From an optimization exercise on the open Yosys and OpenROAD flow, aimed at a short achievable clock period; shortcuts taken in it are not production practice.
The RTL was checked by simulation tests, not by an equivalence proof against the original design.
Power and IR drop assume default switching activity.

<file path="flow/config.mk">
export PLATFORM = sky130hd
export DESIGN_NAME = cap_pipe_top
export DESIGN_NICKNAME = cap_pipe_top
export VERILOG_FILES = /design/flow/design.v
export SDC_FILE = /design/flow/constraint.sdc
export NUM_CORES = 4
export LEC_CHECK = 0
export CAP_MARGIN = 20
export CORE_MARGIN = 2
export CORE_UTILIZATION = 55
export SETUP_SLACK_MARGIN = 3.5
export SLEW_MARGIN = 20
export TNS_END_PERCENT = 100
</file>
<file path="flow/constraint.sdc">
create_clock -name core_clock -period 6.0 [get_ports {CLK}]
set_input_delay 1.2000 -clock core_clock [delete_from_list [all_inputs] [get_ports {CLK}]]
set_output_delay 1.2000 -clock core_clock [all_outputs]
set_load 0.01 [all_outputs]
</file>
<file path="flow/design.v">
`timescale 1ns/100ps
`default_nettype none
package pipe_types_pkg;
    typedef struct packed {
        logic                tag;
        logic [32-1:0] addr;
    } cap_t;
    localparam cap_t CAP_ALMIGHTY = {1'b1, 32'(0)};
    localparam cap_t CAP_NULL = {1'b0, 32'(0)};
    typedef enum logic [2:0] {
        OP_ADDI,
        OP_CINCOFFSET,
        OP_CSUB,
        OP_CMOVE,
        OP_CCLEARTAG,
        OP_CGETTAG,
        OP_ILLEGAL
    } op_e;
    typedef struct packed {
        op_e                  op;
        logic [5-1:0] rd;
        logic [5-1:0] r1;
        logic [5-1:0] r2;
        logic [32-1:0]  imm;    
    } dec_insn_t;
    typedef struct packed {
        op_e                  op;
        logic [5-1:0] rd;
        logic [32-1:0]  imm;
        cap_t                 c1;
        cap_t                 c2;
    } exec_req_t;
    typedef struct packed {
        logic [5-1:0] rd;
        cap_t                 value;
        logic                 exc;    
    } retire_t;
endpackage
`default_nettype wire
`timescale 1ns/100ps
`default_nettype none
module insn_decoder (
    input  wire logic [32-1:0] insn,
    output logic                       is_addi,
    output logic                       is_inc,
    output logic                       is_sub,
    output logic                       is_mov,
    output logic                       is_clr,
    output logic                       is_gt,
    output logic                       legal
);
    logic is_cap;
    logic is_unary;
    assign is_cap   = insn[6:0] == 7'b1011011 && insn[14:12] == 3'b000;
    assign is_unary = is_cap && insn[31:25] == 7'b1111111;
    assign is_addi = insn[6:0] == 7'b0010011 && insn[14:12] == 3'b000;
    assign is_inc  = is_cap && insn[31:25] == 7'b0010001;
    assign is_sub  = is_cap && insn[31:25] == 7'b0010100;
    assign is_mov  = is_unary && insn[24:20] == 5'h0a;
    assign is_clr  = is_unary && insn[24:20] == 5'h0b;
    assign is_gt   = is_unary && insn[24:20] == 5'h04;
    assign legal   = is_addi | is_inc | is_sub | is_mov | is_clr | is_gt;
endmodule
`default_nettype wire
`timescale 1ns/100ps
`default_nettype none
import pipe_types_pkg::*;
module operand_stage (
    input  wire logic                          CLK,
    input  wire logic                          rst_n,
    input  wire logic [32-1:1]          wr_en,      
    input  wire pipe_types_pkg::cap_t          wr_data,
    input  wire logic [5-1:0]          rs1,
    input  wire logic [5-1:0]          rs2,
    output logic [4*(32+1)-1:0]          ga,     
    output logic [4*32-1:0]              gb      
);
    localparam int CAP_W = 32 + 1;
    logic [32*CAP_W-1:0] regs;
    logic [32-1:1]       written;
    logic [32*CAP_W-1:0] eff;     
    assign regs[0 +: CAP_W] = CAP_NULL;
    assign eff[0 +: CAP_W]  = CAP_NULL;
    for (genvar i = 1; i < 32; i++) begin : g_eff0
        assign eff[i*CAP_W +: 32] = '0;    
    end
    for (genvar i = 1; i < 32; i++) begin : g_reg
        always_ff @(posedge CLK or negedge rst_n) begin
            if (!rst_n) begin
                written[i] <= 1'b0;
            end else if (wr_en[i]) begin
                written[i] <= 1'b1;
            end
        end
        always_ff @(posedge CLK) begin
            if (wr_en[i]) begin
                regs[i*CAP_W +: CAP_W] <= wr_data;
            end
        end
        assign eff[i*CAP_W + 32]  = regs[i*CAP_W + 32] | ~written[i];
    end
    logic [7:0]           oh1, oh2;
    logic [32-1:0] sel1, sel2;    
    assign oh1 = 8'b1 << rs1[2:0];
    assign oh2 = 8'b1 << rs2[2:0];
    assign sel1[0] = 1'b0;
    assign sel2[0] = 1'b0;
    for (genvar i = 1; i < 32; i++) begin : g_sel
        assign sel1[i] = oh1[i % 8] & written[i];
        assign sel2[i] = oh2[i % 8] & written[i];
    end
    always_comb begin
        ga = '0;
        gb = '0;
        for (int j = 0; j < 4; j++) begin
            for (int k = 0; k < 8; k++) begin
                ga[j*CAP_W +: 32]    = ga[j*CAP_W +: 32]
                                           | ({32{sel1[j*8+k]}} & regs[(j*8+k)*CAP_W +: 32]);
                ga[j*CAP_W + 32]     = ga[j*CAP_W + 32]
                                           | (oh1[k] & eff[(j*8+k)*CAP_W + 32]);
                gb[j*32 +: 32] = gb[j*32 +: 32]
                                           | ({32{sel2[j*8+k]}} & regs[(j*8+k)*CAP_W +: 32]);
            end
        end
    end
endmodule
`default_nettype wire
`timescale 1ns/100ps
`default_nettype none
import pipe_types_pkg::*;
module cap_alu_stage #(
    parameter int HA1 = 1,   
    parameter int PRE = 0    
) (
    input  wire logic                      CLK,
    input  wire logic                      rst_n,
    input  wire logic                      s1_valid,
    input  wire logic [5-1:0]      s1_rd,
    input  wire logic                      s1_wr,
    input  wire logic                      s1_exc,
    input  wire logic [32-1:1]      s1_we,
    input  wire logic                      xs,       
    input  wire logic                      zs,       
    input  wire logic                      zsn,      
    input  wire logic                      xs1,      
    input  wire logic                      y1,       
    input  wire logic                      xa_r,     
    input  wire logic                      xa_w,     
    input  wire logic [3:0]                xa_g,     
    input  wire logic                      z_ret,    
    input  wire logic                      z_retn,   
    input  wire logic                      z_wb,     
    input  wire logic                      z_wbn,    
    input  wire logic [3:0]                z_gb,     
    input  wire logic [3:0]                z_gbn,    
    input  wire logic [32-1:0]       imm_m,    
    input  wire logic                      e0_one,
    input  wire logic                      e0_tag,
    input  wire logic                      t_f,      
    input  wire logic                      t_r,      
    input  wire logic                      t_w,      
    input  wire logic [3:0]                t_g,      
    input  wire logic                      tag_keep,
    input  wire logic [4*(32+1)-1:0] ga,
    input  wire logic [4*32-1:0]     gb,
    output logic                           s2_valid,
    output logic [5-1:0]           s2_rd,
    output logic                           s2_wr,
    output logic [5-1:0]           s3_wrd,    
    output logic [32-1:1]           wr_en,
    output pipe_types_pkg::cap_t           wr_data,
    output logic                           retire_valid,
    output pipe_types_pkg::retire_t        retire
);
    localparam int W     = 32;
    localparam int CAP_W = 32 + 1;
    logic [W-1:0] s2_s;
    logic [W-1:0] s2_c;
    logic         s2_tag;
    logic         s2_exc;
    logic [W-1:0] s2_hp, s2_g, s2_p;
    logic [W-1:0] ret_qn, wb_qn;
    logic         ret_tag_qn, wb_tag_qn;
    logic [W-1:0] ret, wb;
    logic         ret_tag, wb_tag;
    assign ret     = ~ret_qn;
    assign ret_tag = ~ret_tag_qn;
    assign wb      = ~wb_qn;
    assign wb_tag  = ~wb_tag_qn;
    logic [W-1:0] x, y, y2, z, m, sum_s, sum_s2, sum_c;
    logic         tag_a, e0;
    logic [W-1:0] n_hp, n_g, n_p;
    always_comb begin
        x = ({W{xs}} & s2_s) | ({W{xs1}} & {s2_s[W-2:0], 1'b0})
          | ({W{xa_r}} & ret) | ({W{xa_w}} & wb);
        y = ({W{xs | zs}} & s2_c) | ({W{zsn}} & ~s2_c) | ({W{xs1}} & {s2_c[W-2:0], 1'b0}) | {W{y1}};
        z = imm_m | ({W{zs}} & s2_s) | ({W{zsn}} & ~s2_s) | ({W{z_ret}} & ret) | ({W{z_retn}} & ~ret) | ({W{z_wb}} & wb) | ({W{z_wbn}} & ~wb);
        tag_a = (t_f & s2_tag) | (t_r & ret_tag) | (t_w & wb_tag);
        for (int j = 0; j < 4; j++) begin
            x = x | ({W{xa_g[j]}} & ga[j*CAP_W +: W]);
            z = z | ({W{z_gb[j]}} & gb[j*W +: W])
                  | ({W{z_gbn[j]}} & ~gb[j*W +: W]);
            tag_a = tag_a | (t_g[j] & ga[j*CAP_W + W]);
        end
        y2     = (({W{y1}} | ({W{zsn}} & ~s2_c)) | ({W{xs1}} & {s2_c[W-2:0], 1'b0}))
               | ({W{xs | zs}} & s2_c);
        sum_s  = x ^ (y ^ z);
        sum_s2 = (x ^ y) ^ z;
        m      = (x & y2) | (x & z) | (y2 & z);
        e0    = e0_one | (e0_tag & tag_a);
        sum_c = {m[W-2:0], e0};
        n_hp = sum_s ^ sum_c;
        n_g  = sum_s2 & sum_c;
        n_p  = n_hp;
        n_g[0] = sum_s2[0] | sum_c[0];    
        for (int d = 1; d < (1 << PRE); d = d * 2) begin
            for (int i = W - 1; i >= d; i--) begin
                n_g[i] = n_g[i] | (n_p[i] & n_g[i-d]);
                n_p[i] = n_p[i] & n_p[i-d];
            end
        end
    end
    logic [32-1:1] s2_we;
    always_ff @(posedge CLK or negedge rst_n) begin
        if (!rst_n) begin
            s2_valid     <= 1'b0;
            s2_we        <= '0;
            wr_en        <= '0;
            s3_wrd       <= '0;
            retire_valid <= 1'b0;
        end else begin
            s2_valid     <= s1_valid;
            s2_we        <= (s1_valid & s1_wr) ? s1_we : '0;
            wr_en        <= s2_we;
            s3_wrd       <= (s2_valid & s2_wr) ? s2_rd : '0;
            retire_valid <= s2_valid;
        end
    end
    always_ff @(posedge CLK) begin
        s2_rd  <= s1_rd;
        s2_wr  <= s1_wr;
        s2_exc <= s1_exc;
        s2_s   <= sum_s;
        s2_c   <= sum_c;
        s2_tag <= tag_keep & tag_a;
        if (HA1 > 0) begin
            s2_hp <= n_hp;
            s2_g  <= n_g;
            s2_p  <= n_p;
        end
    end
    logic [W-1:0] hp, kg, kp, carry, sum;
    always_comb begin
        if (HA1 > 0) begin
            hp = s2_hp;
            kg = s2_g;
            kp = s2_p;
        end else begin
            hp = s2_s ^ s2_c;
            kg = s2_s & s2_c;
            kp = hp;
            kg[0] = s2_s[0] | s2_c[0];    
        end
        for (int d = (1 << PRE); d < W; d = d * 2) begin
            for (int i = W - 1; i >= d; i--) begin
                kg[i] = kg[i] | (kp[i] & kg[i-d]);
                kp[i] = kp[i] & kp[i-d];
            end
        end
        carry = {kg[W-2:0], 1'b1};
        sum   = hp ^ carry;
    end
    always_ff @(posedge CLK) begin
        retire.rd          <= s2_rd;
        retire.value.tag   <= s2_tag;
        retire.value.addr  <= sum;
        retire.exc         <= s2_exc;
        ret_qn             <= ~sum;
        ret_tag_qn         <= ~s2_tag;
        wb_qn              <= ret_qn;
        wb_tag_qn          <= ret_tag_qn;
    end
    assign wr_data.tag  = ret_tag;
    assign wr_data.addr = ret;
endmodule
`default_nettype wire
`timescale 1ns/100ps
`default_nettype none
import pipe_types_pkg::*;
module cap_pipe_top (
    input  wire logic                CLK,
    input  wire logic                rst_n,
    input  wire logic                insn_valid,
    input  wire logic [31:0]         insn,
    output logic                     retire_valid,
    output logic [38:0]              retire    
);
    localparam int W     = 32;
    localparam int CAP_W = 32 + 1;
    logic is_addi, is_inc, is_sub, is_mov, is_clr, is_gt, legal;
    insn_decoder decoder_i (
        .insn    (insn),
        .is_addi (is_addi),
        .is_inc  (is_inc),
        .is_sub  (is_sub),
        .is_mov  (is_mov),
        .is_clr  (is_clr),
        .is_gt   (is_gt),
        .legal   (legal)
    );
    logic [5-1:0] rd, rs1, rs2;
    assign rd  = insn[11:7];
    assign rs1 = insn[19:15];
    assign rs2 = insn[24:20];
    logic                 s1_valid, s1_wr;
    logic [5-1:0] s1_rd;
    logic                 s2_valid, s2_wr;
    logic [5-1:0] s2_rd;
    logic [5-1:0] s3_wrd;
    logic a_f, a_r, a_w, a_g, b_f, b_r, b_w, b_g;
    logic m1a, m2a, m3a, m1b, m2b, m3b;
    logic use_b;
    logic fa, fb;
    assign m1a = s1_valid & s1_wr & (s1_rd == rs1);
    assign m2a = s2_valid & s2_wr & (s2_rd == rs1);
    assign m3a = (s3_wrd == rs1) & (rs1 != '0);
    assign m1b = s1_valid & s1_wr & (s1_rd == rs2);
    assign m2b = s2_valid & s2_wr & (s2_rd == rs2);
    assign m3b = (s3_wrd == rs2) & (rs2 != '0);
    assign use_b = is_inc | is_sub;
    assign a_f   = m1a;
    assign a_r   = ~m1a & m2a;
    assign a_w   = ~m1a & ~m2a & m3a;
    assign a_g   = ~m1a & ~m2a & ~m3a;
    assign b_f   = m1b;
    assign b_r   = ~m1b & m2b;
    assign b_w   = ~m1b & ~m2b & m3b;
    assign b_g   = ~m1b & ~m2b & ~m3b;
    assign fa    = a_f;
    assign fb    = b_f & use_b;
    logic [3:0] grp1, grp2;
    assign grp1 = 4'b0001 << rs1[4:3];
    assign grp2 = 4'b0001 << rs2[4:3];
    logic n_xs, n_zs, n_zsn, n_xs1, n_xa, n_zb, n_zbn;
    always_comb begin
        n_xs  = (is_addi | is_mov | is_clr | ((is_inc | is_sub) & ~fb)) & fa;
        n_zs  = is_inc & ~fa & fb;
        n_zsn = is_sub & ~fa & fb;
        n_xs1 = is_inc & fa & fb;
        n_xa  = ~fa & (is_addi | is_mov | is_clr | is_inc | is_sub);
        n_zb  = is_inc & ~fb;
        n_zbn = is_sub & ~fb;
    end
    logic [32-1:1]   wr_en;
    pipe_types_pkg::cap_t   wr_data;
    logic [4*CAP_W-1:0]     ga_n;
    logic [4*W-1:0]         gb_n;
    operand_stage operand_i (
        .CLK     (CLK),
        .rst_n   (rst_n),
        .wr_en   (wr_en),
        .wr_data (wr_data),
        .rs1     (rs1),
        .rs2     (rs2),
        .ga      (ga_n),
        .gb      (gb_n)
    );
    logic                 s1_exc;
    logic [32-1:1] s1_we;
    logic                 xs, zs, zsn, xs1, xa_r, xa_w, z_ret, z_retn, z_wb, z_wbn, t_w;
    logic [3:0]           xa_g, z_gb, z_gbn, t_g;
    logic                 y1, e0_one, e0_tag, t_f, t_r, tag_keep;
    logic [W-1:0]         imm_m;
    logic [4*CAP_W-1:0]   ga;
    logic [4*W-1:0]       gb;
    always_ff @(posedge CLK or negedge rst_n) begin
        if (!rst_n) begin
            s1_valid <= 1'b0;
        end else begin
            s1_valid <= insn_valid;
        end
    end
    always_ff @(posedge CLK) begin
        s1_rd    <= rd;
        s1_wr    <= legal & (rd != '0);
        s1_exc   <= ~legal;
        for (int i = 1; i < 32; i++) begin
            s1_we[i] <= rd == i;
        end
        xs       <= n_xs;
        zs       <= n_zs;
        zsn      <= n_zsn;
        xs1      <= n_xs1;
        xa_r     <= n_xa & a_r;
        xa_w     <= n_xa & a_w;
        xa_g     <= {4{n_xa & a_g}} & grp1;
        z_ret    <= n_zb & b_r;
        z_retn   <= n_zbn & b_r;
        z_wb     <= n_zb & b_w;
        z_wbn    <= n_zbn & b_w;
        z_gb     <= {4{n_zb & b_g}} & grp2;
        z_gbn    <= {4{n_zbn & b_g}} & grp2;
        imm_m    <= {{(W-12){insn[31]}}, insn[31:20]} & {W{is_addi}};
        y1       <= ~(((is_addi | is_mov | is_clr) & fa) | (is_inc & (fa | fb))
                  | (is_sub & ~(fa & fb)));
        e0_one   <= (is_inc & fa & fb) | (is_sub & fa & ~fb);
        e0_tag   <= is_gt;
        t_f      <= a_f;
        t_r      <= a_r;
        t_w      <= a_w;
        t_g      <= {4{a_g}} & grp1;
        tag_keep <= is_inc | is_mov;
        ga       <= ga_n;
        gb       <= gb_n;
    end
    pipe_types_pkg::retire_t retire_s;
    assign retire = retire_s;
    cap_alu_stage #(
        .HA1 (1),
        .PRE (1)
    ) alu_i (
        .CLK          (CLK),
        .rst_n        (rst_n),
        .s1_valid     (s1_valid),
        .s1_rd        (s1_rd),
        .s1_wr        (s1_wr),
        .s1_exc       (s1_exc),
        .s1_we        (s1_we),
        .xs           (xs),
        .zs           (zs),
        .zsn          (zsn),
        .xs1          (xs1),
        .y1           (y1),
        .xa_r         (xa_r),
        .xa_w         (xa_w),
        .xa_g         (xa_g),
        .z_ret        (z_ret),
        .z_retn       (z_retn),
        .z_wb         (z_wb),
        .z_wbn        (z_wbn),
        .z_gb         (z_gb),
        .z_gbn        (z_gbn),
        .imm_m        (imm_m),
        .e0_one       (e0_one),
        .e0_tag       (e0_tag),
        .t_f          (t_f),
        .t_r          (t_r),
        .t_w          (t_w),
        .t_g          (t_g),
        .tag_keep     (tag_keep),
        .ga           (ga),
        .gb           (gb),
        .s2_valid     (s2_valid),
        .s2_rd        (s2_rd),
        .s2_wr        (s2_wr),
        .s3_wrd       (s3_wrd),
        .wr_en        (wr_en),
        .wr_data      (wr_data),
        .retire_valid (retire_valid),
        .retire       (retire_s)
    );
endmodule
`default_nettype wire
</file>
<file path="flow/run.sh">
#!/bin/bash
# synth_recipe.tcl (not shown) runs the flow's synth.tcl, then flattens the netlist and writes it again
# the make line also repeats each setting of config.mk as NAME=value (left out here)
make -C /OpenROAD-flow-scripts/flow DESIGN_CONFIG=/design/flow/config.mk WORK_HOME=/design/flow/orfs CLKGATE_MAP_FILE= SYNTH_SCRIPT=/design/flow/synth_recipe.tcl finish
</file>
==> impl_results.md <==
- Total net switching power: 4.82 mW
- X dimension of the die: 352 um
- Buffer depth of the longest clock path: 3
- Worst ir drop on vdd: 0.309 mV
- Internal Power: 18.7 mW
- Setup Total Neg Slack: 0 ns
- Critical Path AT: 3.22 ns
- Post-Layout Inst Area: 76000 um2
- Wire length of the first global-routing pass: 336000 um
- Final setup margin: 3.46 ns
- GRT Overall Usage: 38.3%
- Worst Path Max Fanout: 27
- Boundary Pins: 75
- Initial antenna violation count: 18
- Library cell occupying the most area in the post-synthesis netlist: sky130_fd_sc_hd__edfxtp_1
- Async set-reset flop share out of synthesis: 5.82%
- Number of nets produced by synthesis: 4915
- Fraction of power consumed by combinational cells: 1.0%
- Sequential-to-total area share from yosys stat: 68.2%
- Total power: 23.5 mW
- Slew at the pin closest to its max-slew limit: 1.14 ns
- Unrepaired setup endpoints after global routing: yes
- Antenna Violating Nets Remaining: 0
- Worst slew slack as a fraction of its limit: 23.9%
- Synthesis-to-finish area growth: 14.0%
- Number of search-and-repair iterations in the first detailed-routing pass: 10
- Max Fclk: 394 MHz
- Drc violations: 0
- Switching share of power: 20.5%
- Clk Latency, worst-skew pair: 0.81 ns
- TritonCTS clock tree: done
- Inst Count DP: 6390
- Number of rows created at floorplan: 127
- Half-perimeter wire length of the detailed placement result: 150000 um
- Total wire length after detailed routing: 243000 um
- Clock slew at reported path FFs: 0.06 ns
- Final Hold Fails: 0
- Violation count after the first detailed-routing iteration: 8090
- Count of different cell masters after synthesis: 69
- Leading cell types by total area after synthesis: sky130_fd_sc_hd__edfxtp_1 46%, sky130_fd_sc_hd__dfxtp_1 18%, sky130_fd_sc_hd__a22oi_1 9.2%
- Reported leakage power: 26.4 nW
- Die outline area: 124000 um2
- Minimum clock period: 2.54 ns
- Post-synthesis instance area: 66700 um2
- Leading cell type by number of instances after synthesis: sky130_fd_sc_hd__edfxtp_1
- Final core occ: 63.3%
- Initial Util: 55.5%
- CTS Root Buffer Type: sky130_fd_sc_hd__clkbuf_16
- Number of endpoints failing setup at the final stage: 0
- Areal power density over the cells: 310 nW/um2
- Total CTS buffers: 173
- Period utilisation layout: 42.3%
- Gp weighted congestion: 0.944
- Number of cells produced by synthesis: 4880
- Max-capacitance violation count: 0
- Mean routed wirelength per cell: 36.0 um
- Worst hold margin: 0.341 ns
- Via count normalized by instance count: 6.90
- Global route overflow: 0
- Proportion of power drawn by the clock network: 45.6%
- Total number of vias: 46600
- Flip-flop and latch count after synthesis: 1736
- Worst clock skew: 0.0253 ns
- Layout net count: 5011
- Most frequent cells after synthesis: 1023 x sky130_fd_sc_hd__edfxtp_1, 820 x sky130_fd_sc_hd__a22oi_1, 612 x sky130_fd_sc_hd__dfxtp_1, 260 x sky130_fd_sc_hd__clkbuf_1, 228 x sky130_fd_sc_hd__inv_1
- Worst Path Class, Setup: flip-flop to flip-flop
- Worst Hold Class: flip-flop to flip-flop
- Sinks on the clock net: 1736
- H-tree levels: 4
- Filler-free cell count of the finished design: 6746
- Number of enable flip-flop cells after synthesis: 1023
- Element type at the critical path start: flip-flop
- Sequential share of power: 53.4%
- CP required: 6.68 ns
- Run status: finished clean
- Dominant register cell in the synthesized netlist: sky130_fd_sc_hd__edfxtp_1
- Proportion of layout cells with a drive suffix above 1: 16.8%
- Post-Syn Area per Cell: 13.7 um2
- Via count of the first global-routing pass: 44400
- Yosys warning count: 3
- Input/output buffers: 74
- Core Area: 120000 um2
- Largest net degree at the start of global routing: 81
- # fillers: 9101
- Share of the synthesized area in the top cell type: 46.1%
- Slew Limit Fails: 0
- Pre-CTS WS: 1.61 ns
- Crit path capture type: flip-flop
- Cell area reported after detailed placement: 69800 um2
- Die Ht: 352 um
==> layer usage <==
metal	vias to the layer above	global-route usage [%]	wire length [um]
met2	3583	55.3	104000
li1	19100	-	-
met1	23200	52.6	92800
met3	652	12.2	33200
met5	-	0	108
met4	14	18.2	12900
==> path summary, 6_finish.rpt <==
check                              from             end  slack [ns]  depth (start not counted)
worst max-delay path            z_gb[2]  alu_i.s2_g[26]        3.46                          7
worst min-delay path             s1_exc    alu_i.s2_exc        0.34                          0
worst max register to register  z_gb[2]  alu_i.s2_g[26]        3.46                          7
worst min register to register   s1_exc    alu_i.s2_exc        0.34                          0
max in group asynchronous         rst_n  alu_i.wr_en[2]        4.76                          2
min in group asynchronous         rst_n        s1_valid        0.42                          1
==> cells by family after synthesis <==
family          count (synthesis)  share of synthesized area, %
flops                        1736                          68.2
compound gates               1270                          14.8
fa+ha+maj                      61                         0.972
xor+xnor                      160                          2.47
simple gates                  874                          7.23
mux                           177                          2.66
buf+inv                       602                          3.65
==> power by group through the flow <==
stage	combinational, mW	sequential, mW	clock (mW)
after floorplan	0.0956	12.8	0
after detailed placement	0.226	12.8	0
after CTS	0.225	12.6	10.8
after global routing	0.245	12.6	11.3
after global placement	0.224	12.8	0
final	0.230	12.6	10.7
==> placed cells by master (no fill, tap or decap), types with 75 or more instances in the layout <==
master	instances
sky130_fd_sc_hd__a222oi_1	75
sky130_fd_sc_hd__inv_1	222
sky130_fd_sc_hd__a22oi_1	804
sky130_fd_sc_hd__clkbuf_16	175
sky130_fd_sc_hd__a22o_1	103
sky130_fd_sc_hd__dfxtp_1	598
sky130_fd_sc_hd__nand3_1	195
sky130_fd_sc_hd__buf_4	166
sky130_fd_sc_hd__nor2_1	155
sky130_fd_sc_hd__nand4_1	122
sky130_fd_sc_hd__edfxtp_1	1023
sky130_fd_sc_hd__mux2i_1	168
==> state kept, by name, summed over array words and instances, names as in the netlist, 12 cells and up <==
register,cells
alu_i.s2_s,32
alu_i.ret_qn,32
alu_i.s2_c,32
alu_i.wb_qn,32
gb,128
operand_i.written,31
alu_i.retire,39
alu_i.wr_en,31
alu_i.s2_we,31
s1_we,31
alu_i.s2_g,31
alu_i.s2_hp,32
imm_m,12
ga,132
alu_i.s2_p,29
operand_i.regs,1023
==> what timing repair did <==
item,4_1_cts,5_1_grt
buffers inserted,9,11
resized for setup,274,87
setup endpoints to repair,435,243
pin swaps,11,15
endpoints found under the hold margin,0,0
gates cloned,2,1
hold buffers,0,0
==> cell type report <==
cell class	count	area (um2)	area share (%)
flip-flops and latches	1736	45600	59.9
clock buffers	247	4900	6.45
repair buffers	273	2260	2.97
well taps	1612	2020	2.65
multi-input cells	2544	19600	25.8
inverters	247	931	1.22
repair inverters	1	5.00	0.00658
clock inverters	78	739	0.973
diodes	8	20.0	0.0263
==> critical path, stage by stage (launching register included) <==
cell,delay [ns]
sky130_fd_sc_hd__dfxtp_1,0.41
sky130_fd_sc_hd__buf_6,0.26
sky130_fd_sc_hd__mux2i_1,0.31
sky130_fd_sc_hd__nand3_1,0.34
sky130_fd_sc_hd__nor3_4,0.34
sky130_fd_sc_hd__maj3_1,0.28
sky130_fd_sc_hd__nor2_1,0.08
sky130_fd_sc_hd__maj3_2,0.35

[port drivers added, routing unchanged]
In the flow no input, the clock included, has a driving cell. The finished layout below was timed again as built, in two steps.
Step 1 assumes that a clkbuf_16 drives the clock port and a buf_2 every other input.
Step 2 adds t to the input delays and takes it off the output delays; t is the mean of the earliest and latest rising clock arrival at the registers after step 1. Input paths then give back, and output paths get back, about the clock's delay inside the block.
Three values: no drivers, after step 1, after step 2; two values: the first two.
t (ns): 0.887
slack for setup (ns): 3.461 / 3.417 / 2.607
worst setup path at the end: input to register
worst register clock-pin slew, ns: 0.07 / 0.07
worst data-port slew with drivers (ns): 0.21
After both steps setup and hold are still met in this run. The setup slack of this run moves by -0.044 ns with the drivers and by -0.854 ns with both steps.
